Background: an optimization exercise with open tools, aiming at small area and a short achievable clock period. Do not read the settings as production practice.
No functional check of the RTL was part of this run.
Power and IR drop assume default switching activity.

===== flow/design.v =====
package d5m_axis_pkg;
  typedef enum logic [1:0] {
    WAIT_VB = 2'd0,
    ARMED   = 2'd1,
    ACTIVE  = 2'd2,
    DROP    = 2'd3
  } bridge_state_e;
  localparam logic [23:0] BAR_RGB = {
    3'b000, 3'b001, 3'b100, 3'b101, 3'b010, 3'b011, 3'b110, 3'b111
  };
  typedef struct packed {
    logic sof;
    logic eol;
  } entry_tag_t;
  localparam int TAG_W = 2;   
endpackage
module axis_sync_fifo_fwft #(
  parameter int WIDTH = 26,
  parameter int DEPTH = 64
) (
  input  logic                     clk,
  input  logic                     wr_en,
  input  logic [$clog2(DEPTH)-1:0] wr_ptr,
  input  logic [WIDTH-1:0]         wr_data,
  input  logic [$clog2(DEPTH)-1:0] rd_ptr,
  output logic [WIDTH-1:0]         rd_data
);
  logic [WIDTH-1:0] mem [DEPTH];
  always_ff @(posedge clk) begin
    for (int i = 0; i < DEPTH; i++) begin
      if (wr_en && wr_ptr == i) mem[i] <= wr_data;
    end
  end
  always_comb begin
    rd_data = '0;
    for (int i = 0; i < DEPTH; i++) begin
      rd_data = rd_data | (mem[i] & {WIDTH{rd_ptr == i}});
    end
  end
endmodule
module d5m_frame_axis_bridge #(
  parameter int DATA_WIDTH = 24,
  parameter int FIFO_DEPTH = 64,
  parameter int X_WIDTH    = 12,
  parameter int Y_WIDTH    = 12,
  parameter int BAR_SHIFT  = 5
) (
  input  logic                  ACLK,
  input  logic                  ARESETN,
  input  logic [DATA_WIDTH-1:0] idata,
  input  logic                  ifval,
  input  logic                  ilval,
  input  logic                  cfg_test_en,
  input  logic                  cfg_clr_ovf,
  input  logic                  m_axis_tready,
  output logic                  m_axis_tvalid,
  output logic [DATA_WIDTH-1:0] m_axis_tdata,
  output logic                  m_axis_tuser,
  output logic                  m_axis_tlast,
  output logic [X_WIDTH-1:0]    xCord,
  output logic [Y_WIDTH-1:0]    yCord,
  output logic [X_WIDTH-1:0]    frame_width,
  output logic [Y_WIDTH-1:0]    frame_height,
  output logic [15:0]           frame_count,
  output logic                  endOfFrame,
  output logic                  ovf_flag
);
  localparam int FW = DATA_WIDTH / 3;
  localparam int EW = DATA_WIDTH + d5m_axis_pkg::TAG_W;
  localparam int AW = $clog2(FIFO_DEPTH);
  logic                  act_q, arm_q;
  logic                  ifval_q, ilval_q;
  logic                  test_en_q, sof_pend_q;
  logic                  xz_q;
  logic [X_WIDTH-1:0]    xcord_q, last_len_q, frame_w_q;
  logic                  yz_q, yp_q;
  logic [Y_WIDTH-1:0]    ycord_q, frame_h_q;
  logic [15:0]           frame_cnt_q;
  logic                  eof_q, ovf_q;
  logic                  hv_q, hsof_q;
  logic [DATA_WIDTH-1:0] hdata_q;
  logic [AW-1:0]         wr_ptr_q, rd_ptr_q, cnt_q;
  logic                  ov_q;
  logic [EW-1:0]         out_q;
  logic                  pix_ok, fv_rise, fv_fall, acc, line_end, commit, ovf_evt;
  logic [X_WIDTH-1:0]    xcord_p1, x_cur;
  logic [Y_WIDTH-1:0]    ycord_p1, y_cur;
  logic [2:0]            bar_k, bar_rgb;
  logic [DATA_WIDTH-1:0] bar_data, pix_data;
  logic                  ae, full, load, mem_rd, bypass, inc;
  logic [EW-1:0]         wdata, rdata;
  assign xcord_p1 = xcord_q + X_WIDTH'(1);
  assign x_cur    = xz_q ? '0 : xcord_p1;
  assign ycord_p1 = ycord_q + Y_WIDTH'(1);
  assign y_cur    = yz_q ? '0 : (yp_q ? ycord_p1 : ycord_q);
  assign bar_k   = 3'(x_cur >> BAR_SHIFT);
  assign bar_rgb = d5m_axis_pkg::BAR_RGB[3*bar_k +: 3];
  for (genvar gi = 0; gi < 3; gi++) begin : g_bar
    assign bar_data[gi*FW +: FW] = {FW{bar_rgb[gi]}};
  end
  if (DATA_WIDTH > 3 * FW) begin : g_bar_pad
    assign bar_data[DATA_WIDTH-1:3*FW] = '0;
  end
  assign pix_data = test_en_q ? bar_data : idata;
  assign pix_ok   = ifval & ilval;
  assign fv_rise  = ifval & ~ifval_q;
  assign fv_fall  = ~ifval & ifval_q;
  assign acc      = act_q & pix_ok;
  assign line_end = hv_q & ~pix_ok;
  assign commit   = hv_q;
  assign ae      = (cnt_q == '0);
  assign full    = ov_q & (cnt_q == AW'(FIFO_DEPTH - 1));
  assign ovf_evt = commit & full & ~m_axis_tready;
  assign load    = ~ov_q | m_axis_tready;
  assign mem_rd  = load & ~ae;
  assign bypass  = load & ae & commit;
  assign inc     = commit & ~bypass & ~ovf_evt;
  assign wdata = {hsof_q, ~pix_ok, hdata_q};
  axis_sync_fifo_fwft #(
    .WIDTH (EW),
    .DEPTH (FIFO_DEPTH)
  ) u_mem (
    .clk     (ACLK),
    .wr_en   (hv_q),
    .wr_ptr  (wr_ptr_q),
    .wr_data (wdata),
    .rd_ptr  (rd_ptr_q),
    .rd_data (rdata)
  );
  always_ff @(posedge ACLK) begin
    if (mem_rd) out_q <= rdata;
    else if (bypass) out_q <= wdata;
  end
  always_ff @(posedge ACLK) begin
    if (acc) begin
      hdata_q <= pix_data;
      hsof_q  <= sof_pend_q;
    end
  end
  always_ff @(posedge ACLK) begin
    if (!ARESETN) begin
      act_q       <= 1'b0;
      arm_q       <= 1'b0;
      ifval_q     <= 1'b0;
      ilval_q     <= 1'b0;
      test_en_q   <= 1'b0;
      sof_pend_q  <= 1'b0;
      xz_q        <= 1'b1;
      xcord_q     <= '0;
      yz_q        <= 1'b1;
      yp_q        <= 1'b0;
      ycord_q     <= '0;
      last_len_q  <= '0;
      frame_w_q   <= '0;
      frame_h_q   <= '0;
      frame_cnt_q <= '0;
      eof_q       <= 1'b0;
      ovf_q       <= 1'b0;
      hv_q        <= 1'b0;
      wr_ptr_q    <= '0;
      rd_ptr_q    <= '0;
      cnt_q       <= '0;
      ov_q        <= 1'b0;
    end else begin
      ifval_q <= ifval;
      ilval_q <= ilval;
      eof_q   <= act_q & fv_fall & ~ovf_evt;
      ovf_q   <= ovf_evt | (ovf_q & ~cfg_clr_ovf);
      if (!act_q && !arm_q) begin
        if (!ifval) arm_q <= 1'b1;
      end
      if (arm_q && fv_rise) begin
        arm_q      <= 1'b0;
        act_q      <= 1'b1;
        test_en_q  <= cfg_test_en;
        sof_pend_q <= 1'b1;
        xz_q       <= 1'b1;
        yz_q       <= 1'b1;
      end
      if (acc) begin
        hv_q       <= 1'b1;
        sof_pend_q <= 1'b0;
        xz_q       <= 1'b0;
        xcord_q    <= x_cur;
        ycord_q    <= y_cur;
        yz_q       <= 1'b0;
        yp_q       <= 1'b0;
      end
      if (line_end) begin
        hv_q       <= 1'b0;
        xz_q       <= 1'b1;
        yz_q       <= 1'b0;
        yp_q       <= 1'b1;
        last_len_q <= x_cur;
      end
      if (ovf_evt) begin
        hv_q  <= 1'b0;
        act_q <= 1'b0;
      end else if (act_q && fv_fall) begin
        act_q       <= 1'b0;
        arm_q       <= 1'b1;
        frame_w_q   <= line_end ? x_cur : last_len_q;
        frame_h_q   <= line_end ? ycord_p1 : y_cur;
        frame_cnt_q <= frame_cnt_q + 16'd1;
      end
      if (inc) wr_ptr_q <= wr_ptr_q + AW'(1);
      if (mem_rd) rd_ptr_q <= rd_ptr_q + AW'(1);
      if (inc && !mem_rd) cnt_q <= cnt_q + AW'(1);
      else if (!inc && mem_rd) cnt_q <= cnt_q - AW'(1);
      if (load) ov_q <= mem_rd | bypass;
    end
  end
  assign m_axis_tvalid = ov_q;
  assign m_axis_tdata  = out_q[DATA_WIDTH-1:0];
  assign m_axis_tlast  = out_q[DATA_WIDTH];
  assign m_axis_tuser  = out_q[DATA_WIDTH+1];
  assign xCord         = xcord_q;
  assign yCord         = ycord_q;
  assign frame_width   = frame_w_q;
  assign frame_height  = frame_h_q;
  assign frame_count   = frame_cnt_q;
  assign endOfFrame    = eof_q;
  assign ovf_flag      = ovf_q;
endmodule

===== flow/run.sh =====
#!/bin/bash
# synth_recipe.tcl (not shown) runs the flow's synth.tcl, then flattens the netlist and writes it again
# the make line also repeats each setting of config.mk as NAME=value (left out here)
make -C /OpenROAD-flow-scripts/flow DESIGN_CONFIG=/design/flow/config.mk WORK_HOME=/design/flow/orfs CLKGATE_MAP_FILE= SYNTH_SCRIPT=/design/flow/synth_recipe.tcl finish

===== flow/config.mk =====
export PLATFORM = sky130hd
export DESIGN_NAME = d5m_frame_axis_bridge
export DESIGN_NICKNAME = d5m_frame_axis_bridge
export VERILOG_FILES = /design/flow/design.v
export SDC_FILE = /design/flow/constraint.sdc
export NUM_CORES = 4
export LEC_CHECK = 0
export CAP_MARGIN = 20
export CORE_MARGIN = 2
export CORE_UTILIZATION = 50
export SLEW_MARGIN = 20

===== flow/constraint.sdc =====
create_clock -name core_clock -period 5.0 [get_ports {ACLK}]
set_input_delay 1.0000 -clock core_clock [delete_from_list [all_inputs] [get_ports {ACLK}]]
set_output_delay 1.0000 -clock core_clock [all_outputs]
set_load 0.01 [all_outputs]

==> notes.md <==
[final timing paths]
| kind | start | endpoint | slack [ns] |
|---|---|---|---|
| setup / recovery | rd_ptr_q[0]$_SDFFE_PN0P_ | out_q[16]$_DFFE_PP_ | 0.98 |
| hold / removal | sof_pend_q$_SDFFE_PP0P_ | hsof_q$_DFFE_PP_ | 0.44 |
| setup reg to reg | rd_ptr_q[0]$_SDFFE_PN0P_ | out_q[16]$_DFFE_PP_ | 0.98 |
| hold reg to reg | sof_pend_q$_SDFFE_PP0P_ | hsof_q$_DFFE_PP_ | 0.44 |
[cells in the final DEF (no fill, tap or decap), types with 12 or more instances in the layout]
cell type	count
a31oi_1	17
a2111oi_0	16
xor2_1	29
a221oi_1	40
clkbuf_1	39
nor2_1	179
a21oi_1	83
edfxtp_1	1715
nor2_4	128
mux2i_1	17
clkbuf_16	183
nand3b_1	12
and3_1	81
buf_12	24
and2_1	13
dfxtp_1	105
ha_1	16
a22oi_1	624
diode_2	16
nor3_1	41
o21ai_0	28
nand2_1	142
nand4_1	133
clkinv_2	34
a32oi_1	19
clkinv_1	41
xnor2_1	17
nand3_1	62
buf_4	215
a22o_1	71
nor4_1	29
clkdlybuf4s50_1	123
[metrics by stage]
stage                     setup slack [ns]  total power [mW]   util
after floorplan                       1.55              18.4      -
after global placement               0.826              19.9  0.545
after detailed placement             0.860              19.9  0.547
after CTS                             1.21              32.7  0.588
after global routing                 0.989              33.4  0.589
final                                0.978              32.9  0.589
[registers in the layout, summed over array words and instances (netlist names), 6 cells and up]
register / flops
last_len_q: 12
rd_ptr_q: 6
cnt_q: 6
wr_ptr_q: 6
xcord_q: 12
frame_h_q: 12
hdata_q: 24
u_mem.mem: 1664
frame_cnt_q: 16
frame_w_q: 12
ycord_q: 12
out_q: 26
[report_power, final]
| group | switching [mW] | leakage (nW) | internal (mW) |
|---|---|---|---|
| clock | 6.00 | 2.74 | 7.13 |
| sequential | 0.161 | 16.3 | 16.7 |
| combinational | 1.96 | 5.88 | 0.930 |
| total | 8.12 | 25.0 | 24.8 |
[layer usage]
layer | vias to the layer above | track usage | share of wire
met1 | 23000 | 0.536 | 0.34
met4 | 10 | 0.243 | 0.067
li1 | 17100 | - | -
met3 | 1007 | 0.155 | 0.17
met2 | 4746 | 0.581 | 0.43
met5 | - | 0 | 0.00056
[cells by family (layout without fill, tap and decap cells)]
| kind of cell | after synthesis | in the layout | synth area share |
|---|---|---|---|
| buffers and inverters | 240 | 714 | 0.0163 |
| DFF | 1821 | 1821 | 0.795 |
| AOI/OAI and AO/OA | 966 | 966 | 0.108 |
| and+or+nand+nor | 899 | 899 | 0.0667 |
| adders and majority gates | 17 | 17 | 0.00327 |
| xor gates and xnor gates | 46 | 46 | 0.00598 |
| other | 0 | 16 | 0 |
| muxes | 27 | 27 | 0.00425 |
[final cells by class]
| class | count | area (µm²) |
|---|---|---|
| flip-flops and latches | 1821 | 53600 |
| clock inverters | 103 | 798 |
| fillers | 9978 | 54900 |
| repair buffers | 370 | 3550 |
| diodes | 16 | 40.0 |
| multi-input cells | 1955 | 13700 |
| well taps | 1768 | 2210 |
| clock buffers | 227 | 4790 |
| inverters | 14 | 52.6 |
[worst max-delay path, cell delays in order, from the launching register on]
cell      delay (ns)
dfxtp_1         0.36
inv_1           0.11
ha_1            0.67
nand3b_1        0.54
nor2_4          1.04
buf_4           0.48
a221oi_1        0.14
and4_1          0.31
a41oi_1         0.18
==> results.py <==
metrics = {
    "outcome": {
        "status": "finished clean",
    },
    "sta": {
        "post-route-min-period_ns": 4.02,
        "finalSetupTns_ns": 0,
        "grt_setup_unrepaired": "no",
        "slew_headroom": 0.124,
        "slew_viol_final": 0,
        "hold_ws_ns": 0.439,
        "final.period_utilization": 0.804,
        "clock_skew_ns": 0.0411,
        "finalHoldViolCount": 0,
        "fmax_mhz": 249,
        "tightest_slew_ns": 1.28,
        "setup_viol": 0,
    },
    "detailed_routing": {
        "vias": 45900,
        "route.detailed.drc": 0,
        "drt_iter0_drc": 10400,
        "wirelength_um": 284000,
        "drtPass1Iterations": 9,
        "wl_per_cell_um": 45.2,
        "antenna_left": 0,
        "viasPerCell": 7.32,
    },
    "global_routing": {
        "grt_max_degree": 67,
        "grt_usage": 0.409,
        "grt_pass1_vias": 41800,
        "grt-ovfl-total": 0,
        "grt_pass1_wl_um": 371000,
        "antenna_found_initial": 16,
    },
    "synthesis": {
        "synth_top_area_frac": 0.764,
        "synthFlopType": "edfxtp_1",
        "yosys-top-cells-area": "edfxtp_1 76%, a22oi_1 6.9%, dfxtp_1 3.1%, nor2_1 1.7%, nand4_1 1.2%",
        "synth-edff-count": 1715,
        "yosysUniqueCellTypes": 70,
        "syn_avg_cell_area_um2": 16.8,
        "yosys.area.top_type": "edfxtp_1",
        "ys.warnings.count": 3,
        "netlist_area_um2": 67400,
        "yosys-top-cells-count": "1,715 x edfxtp_1, 624 x a22oi_1, 309 x nor2_1",
        "synth-seq-area-share": 0.795,
        "synth.ff_latch_count": 1821,
        "syn_nets": 4064,
        "synthCells": 4016,
        "post-synth-top-count-cell": "edfxtp_1",
        "synthArstFlopShare": 0,
    },
    "pwr": {
        "max-vdd-ir-drop_v": 0.000462,
        "power_density_nw_per_um2": 418,
        "leakagePower_nw": 25.0,
    },
    "flow_run": {
        "drv_cap": 0,
    },
    "place": {
        "portBuffers": 123,
        "hpwl_um": 167000,
        "dp.cells": 5924,
        "placed_cell_area_um2": 73000,
        "finalWeightedCongestion": 0.951,
    },
    "clock_network": {
        "htree_levels": 4,
        "clock_latency_ns": 0.85,
        "cts_made_buffers": 180,
        "holdBufCountCts": 0,
        "cts_setup_buffers": 0,
        "clk_pin_slew_ns": 0.06,
        "cts_tree": "done",
        "clock_path_buffers": 3,
        "cts_root_buffer": "clkbuf_16",
        "clock-sinks": 1821,
        "cts-resized-gates": 0,
    },
    "critical_path": {
        "path_class": "reg2reg",
        "cp-start-kind": "flip-flop",
        "required_ns": 5.67,
        "ff2ff_path_depth": 8,
        "critical_path_arrival_ns": 4.70,
        "end_kind": "flip-flop",
        "critPathMaxFanout": 16,
    },
    "worst_hold_path": {
        "hold_depth": 0,
        "min_path_type": "reg2reg",
    },
    "finish": {
        "stdcell_count": 6274,
        "fin_nets": 4390,
        "drive_above_1_share": 0.149,
        "fin_area_um2": 78800,
        "area_growth_pct": 16.9,
    },
    "floorplanning": {
        "core_um2": 134000,
        "die_h_um": 371,
        "die_x_um": 371,
        "dieArea_um2": 138000,
        "start_util": 0.504,
        "io_pins": 124,
        "num_rows": 134,
    },
}

static timing again, ports no longer ideal:
How much do the figures lean on ideal ports? The routed layout below was timed once more, with nothing changed but the port constraints. Step 1 sets driving cells, clkbuf_16 on the clock port and buf_2 on the other inputs (assumed; they add their load-dependent delay and slew). Step 2 moves the port delays by t, midway between the first and last clock arrival at a register: inputs arrive t later, outputs are due t later. That takes back most of the time a late clock gives input paths. Slacks: no drivers / after step 1 / after step 2; pairs: no drivers / after step 1.
t, ns: 0.916
setup slack, ns: 0.978 / 0.978 / 0.827
worst setup path at the end: input to register
latest minus earliest clock arrival (ns): 0.047 / 0.047
pins driven straight from the clock port: 1
After both steps this run still meets setup and hold. The setup slack of this run moves by 0.000 ns with the drivers and by -0.151 ns with both steps.
